This is an optimization exercise on Yosys and OpenROAD, whose aim is small area, not a production implementation.
In this exercise RTL edits were held to simulation tests only and were not proved equivalent to the original.
Power and IR drop assume default switching activity.

T:
==> module bp_counter_table, before the edit <==
module bp_counter_table (
    input  logic       clk,
    input  logic       rst_b,
    input  logic [7:0] i_rd_idx,
    output logic       o_rd_taken,
    input  logic       i_wr_en,
    input  logic [7:0] i_wr_idx,
    input  logic       i_wr_taken
);
    logic r_clr;
    always_ff @(posedge clk or negedge rst_b) begin
        if (!rst_b) r_clr <= 1'b1;
        else        r_clr <= 1'b0;
    end
    logic [15:0] w_row;
    logic [15:0] w_col;
    always_comb begin
        for (int r = 0; r < 16; r++) w_row[r] = i_wr_en && (i_wr_idx[7:4] == r[3:0]);
        for (int c = 0; c < 16; c++) w_col[c] = (i_wr_idx[3:0] == c[3:0]);
    end
    logic [255:0] w_h;       
    logic [255:0] w_ln;      
    logic         w_new_h, w_new_ln;
    logic [15:0]  w_row_h;   
    logic [15:0]  w_row_ln;  
    logic [15:0]  w_row_k;   
    logic [15:0]  w_col_k;   
    assign w_row_h  = w_row & {16{w_new_h}};
    assign w_row_ln = w_row & {16{w_new_ln}};
    assign w_row_k  = w_row | {16{r_clr}};
    assign w_col_k  = w_col | {16{r_clr}};
    for (genvar i = 0; i < 256; i++) begin : g_ent
        bp_ctr_entry u_ent (
            .clk      (clk),
            .i_col    (w_col[i % 16]),
            .i_row_k  (w_row_k[i / 16]),
            .i_col_k  (w_col_k[i % 16]),
            .i_row_h  (w_row_h[i / 16]),
            .i_row_ln (w_row_ln[i / 16]),
            .o_h      (w_h[i]),
            .o_ln     (w_ln[i])
        );
    end
    logic [15:0] w_rh_n, w_rln_n;
    for (genvar r = 0; r < 16; r++) begin : g_wr
        bp_ctr_rd16 u_rd_h  (.i_sel(w_col), .i_dat(w_h[r*16 +: 16]),  .o_or_n(w_rh_n[r]));
        bp_ctr_rd16 u_rd_ln (.i_sel(w_col), .i_dat(w_ln[r*16 +: 16]), .o_or_n(w_rln_n[r]));
    end
    logic w_cur_h, w_cur_ln;
    assign w_cur_h  = |(w_row & ~w_rh_n);
    assign w_cur_ln = |(w_row & ~w_rln_n);
    logic w_h_c, w_ln_c;
    assign w_h_c    = w_cur_h  & ~r_clr;
    assign w_ln_c   = w_cur_ln & ~r_clr;
    assign w_new_h  = (w_h_c & ~w_ln_c) | (w_h_c & i_wr_taken) | (~w_ln_c & i_wr_taken);
    assign w_new_ln = ~((w_h_c & w_ln_c) | (w_h_c & i_wr_taken) | (w_ln_c & i_wr_taken));
    logic [15:0] w_rd_col;
    logic [15:0] w_grp_n;
    logic        w_rd_h, w_byp;
    always_comb begin
        for (int c = 0; c < 16; c++) w_rd_col[c] = (i_rd_idx[3:0] == c[3:0]);
    end
    for (genvar g = 0; g < 16; g++) begin : g_rd
        bp_ctr_rd16 u_rd (.i_sel(w_rd_col), .i_dat(w_h[g*16 +: 16]), .o_or_n(w_grp_n[g]));
    end
    assign w_rd_h     = ~w_grp_n[i_rd_idx[7:4]] & ~r_clr;
    assign w_byp      = i_wr_en && (i_wr_idx == i_rd_idx);
    assign o_rd_taken = w_byp ? w_new_h : w_rd_h;
endmodule
==> module bp_ctr_entry, before the edit <==
module bp_ctr_entry (
    input  logic clk,
    input  logic i_row_k,
    input  logic i_col,
    input  logic i_col_k,
    input  logic i_row_h,
    input  logic i_row_ln,
    output logic o_h,
    output logic o_ln
);
    logic r_h, r_ln;
    logic w_keep, w_h_d, w_ln_d;
    assign w_keep = ~(i_row_k & i_col_k);
    assign w_h_d  = (i_col & i_row_h)  | (w_keep & r_h);
    assign w_ln_d = (i_col & i_row_ln) | (w_keep & r_ln);
    always_ff @(posedge clk) begin
        r_h  <= w_h_d;
        r_ln <= w_ln_d;
    end
    assign o_h  = r_h;
    assign o_ln = r_ln;
endmodule
Settings: LEC_CHECK=0, CAP_MARGIN=0, CORE_MARGIN=2, CORE_UTILIZATION=50, SLEW_MARGIN=0, SYNTH_HIERARCHICAL=1; clock period 8.0 ns.
standard.sh (not shown) runs the stock make flow with config.mk's settings and CLKGATE_MAP_FILE= SYNTH_SCRIPT=/design/flow/synth_recipe.tcl, a recipe that flattens the netlist after the stock synthesis.
==> flow/flow/run.sh <==
#!/bin/bash
# Own layout flow: the standard synthesis script, except that ABC maps the
# combinational logic with an area-oriented script (flow/area.abc) instead of
# ORFS's delay-oriented one. Registers, their names and cell types are those
# of the standard synthesis (flip-flops are mapped before ABC runs, and ABC
# does not touch them). Then the standard layout from floorplan to finish,
# with a leaner clock tree (no dummy loads) and small port buffers.
# Every tool writes its full output to a log file in the work folder.
set -euo pipefail
W=$PWD
export MY_ABC_SCRIPT=$W/flow/area.abc
cat > $W/flow_synth.tcl <<'EOT'
proc abc {args} {
  set i [lsearch -exact $args -script]
  if {$i >= 0} { set args [lreplace $args $i [expr {$i+1}] -script $::env(MY_ABC_SCRIPT)] }
  yosys abc {*}$args
}
EOT
echo "source $W/synth_recipe.tcl" >> $W/flow_synth.tcl
source $W/flow/knobs.sh
bash standard.sh SYNTH_SCRIPT=$W/flow_synth.tcl synth > $W/flow_1_synth.log 2>&1
bash standard.sh SYNTH_SCRIPT=$W/flow_synth.tcl "${KNOBS[@]}" finish > $W/flow_2_layout.log 2>&1
==> flow/flow/area.abc <==
&get -n
&st
&dch
&nf -R 1000
&put
==> flow/flow/knobs.sh <==
KNOBS=(
  "CTS_ARGS=-sink_clustering_enable -repair_clock_nets -dont_use_dummy_load -sink_clustering_size 16 -sink_clustering_max_diameter 80 -buf_list sky130_fd_sc_hd__clkbuf_8"
  "BUFFER_PORTS_ARGS=-buffer_cell sky130_fd_sc_hd__buf_1"
)
The following lists how P was set up differently from T:
==> flow/design.v, changed modules only <==
module bp_counter_table (
    input  logic       clk,
    input  logic       rst_b,
    input  logic [7:0] i_rd_idx,
    output logic       o_rd_taken,
    input  logic       i_wr_en,
    input  logic [7:0] i_wr_idx,
    input  logic       i_wr_taken
);
    logic r_clr;
    always_ff @(posedge clk or negedge rst_b) begin
        if (!rst_b) r_clr <= 1'b1;
        else        r_clr <= 1'b0;
    end
    logic [15:0] w_row;
    logic [15:0] w_col;
    always_comb begin
        for (int r = 0; r < 16; r++) w_row[r] = i_wr_en && (i_wr_idx[7:4] == r[3:0]);
        for (int c = 0; c < 16; c++) w_col[c] = (i_wr_idx[3:0] == c[3:0]);
    end
    logic [255:0] w_h;       
    logic [255:0] w_ln;      
    logic [255:0] w_h_d;     
    logic         w_new_h, w_new_ln;
    logic [15:0]  w_row_h;   
    logic [15:0]  w_row_ln;  
    logic [15:0]  w_row_k;   
    logic [15:0]  w_col_k;   
    assign w_row_h  = w_row & {16{w_new_h}};
    assign w_row_ln = w_row & {16{w_new_ln}};
    assign w_row_k  = w_row | {16{r_clr}};
    assign w_col_k  = w_col | {16{r_clr}};
    for (genvar i = 0; i < 256; i++) begin : g_ent
        bp_ctr_entry u_ent (
            .clk      (clk),
            .i_col    (w_col[i % 16]),
            .i_row_k  (w_row_k[i / 16]),
            .i_col_k  (w_col_k[i % 16]),
            .i_row_h  (w_row_h[i / 16]),
            .i_row_ln (w_row_ln[i / 16]),
            .o_h      (w_h[i]),
            .o_ln     (w_ln[i]),
            .o_h_d    (w_h_d[i])
        );
    end
    logic [15:0] w_rh_n, w_rln_n;
    for (genvar r = 0; r < 16; r++) begin : g_wr
        bp_ctr_rd16 u_rd_h  (.i_sel(w_col), .i_dat(w_h[r*16 +: 16]),  .o_or_n(w_rh_n[r]));
        bp_ctr_rd16 u_rd_ln (.i_sel(w_col), .i_dat(w_ln[r*16 +: 16]), .o_or_n(w_rln_n[r]));
    end
    logic w_cur_h, w_cur_ln;
    assign w_cur_h  = |(w_row & ~w_rh_n);
    assign w_cur_ln = |(w_row & ~w_rln_n);
    logic w_h_c, w_ln_c;
    assign w_h_c    = w_cur_h  & ~r_clr;
    assign w_ln_c   = w_cur_ln & ~r_clr;
    assign w_new_h  = (w_h_c & ~w_ln_c) | (w_h_c & i_wr_taken) | (~w_ln_c & i_wr_taken);
    assign w_new_ln = ~((w_h_c & w_ln_c) | (w_h_c & i_wr_taken) | (w_ln_c & i_wr_taken));
    logic [15:0] w_rd_col;
    logic [15:0] w_grp_n;
    always_comb begin
        for (int c = 0; c < 16; c++) w_rd_col[c] = (i_rd_idx[3:0] == c[3:0]);
    end
    for (genvar g = 0; g < 16; g++) begin : g_rd
        bp_ctr_rd16 u_rd (.i_sel(w_rd_col), .i_dat(w_h_d[g*16 +: 16]), .o_or_n(w_grp_n[g]));
    end
    assign o_rd_taken = ~w_grp_n[i_rd_idx[7:4]];
endmodule
module bp_ctr_entry (
    input  logic clk,
    input  logic i_row_k,
    input  logic i_col,
    input  logic i_col_k,
    input  logic i_row_h,
    input  logic i_row_ln,
    output logic o_h,
    output logic o_ln,
    output logic o_h_d
);
    logic r_h, r_ln;
    logic w_keep, w_ln_d;
    assign w_keep = ~(i_row_k & i_col_k);
    assign o_h_d  = (i_col & i_row_h)  | (w_keep & r_h);
    assign w_ln_d = (i_col & i_row_ln) | (w_keep & r_ln);
    always_ff @(posedge clk) begin
        r_h  <= o_h_d;
        r_ln <= w_ln_d;
    end
    assign o_h  = r_h;
    assign o_ln = r_ln;
endmodule
Results
Between P and T, setup slack is higher for T, P comes in under that. [compare] base=T new=P: depth of the critical timing path with buffers and inverters included grew by 8; routed wire length went up 0.30%; die area moved down; sequential cell fraction of total power increased by 0.2 points relative to the old numbers; synthesized cell count shrank by about 0.75%. Required time of the critical path: P vs T, no meaningful difference. T -> P: combinational share of power flat. P drops fewer vias than T. In the tables for P and T, number of diodes reads lower with P. As far as die width is concerned, P and T perform about the same. The later-pin clock latency in the skew report of T and that of P are within noise of each other.

-- static timing again, ports no longer ideal --
How much do the figures lean on ideal ports? The routed layouts below were timed once more, with nothing changed but the port constraints.
Step 1, drivers: a clkbuf_16 drives clk and a buf_2 each remaining input, both assumed.
Step 2 moves the port delays by t, midway between the first and last clock arrival at a register: inputs arrive t later, outputs are due t later. That takes back most of the time a late clock gives input paths.
a / b / c = ideal / step 1 / step 2; a / b = the first two.
run	shift t [ns]	setup WS [ns]	pins driven straight from the clock port
T	0.705	1.778 / 1.798 / 1.093	1
P	0.684	1.137 / 1.171 / 0.487	1
After both steps every run listed still meets setup and hold. The setup slack of T, which loses most, moves by +0.020 ns with the drivers and by -0.685 ns with both steps.
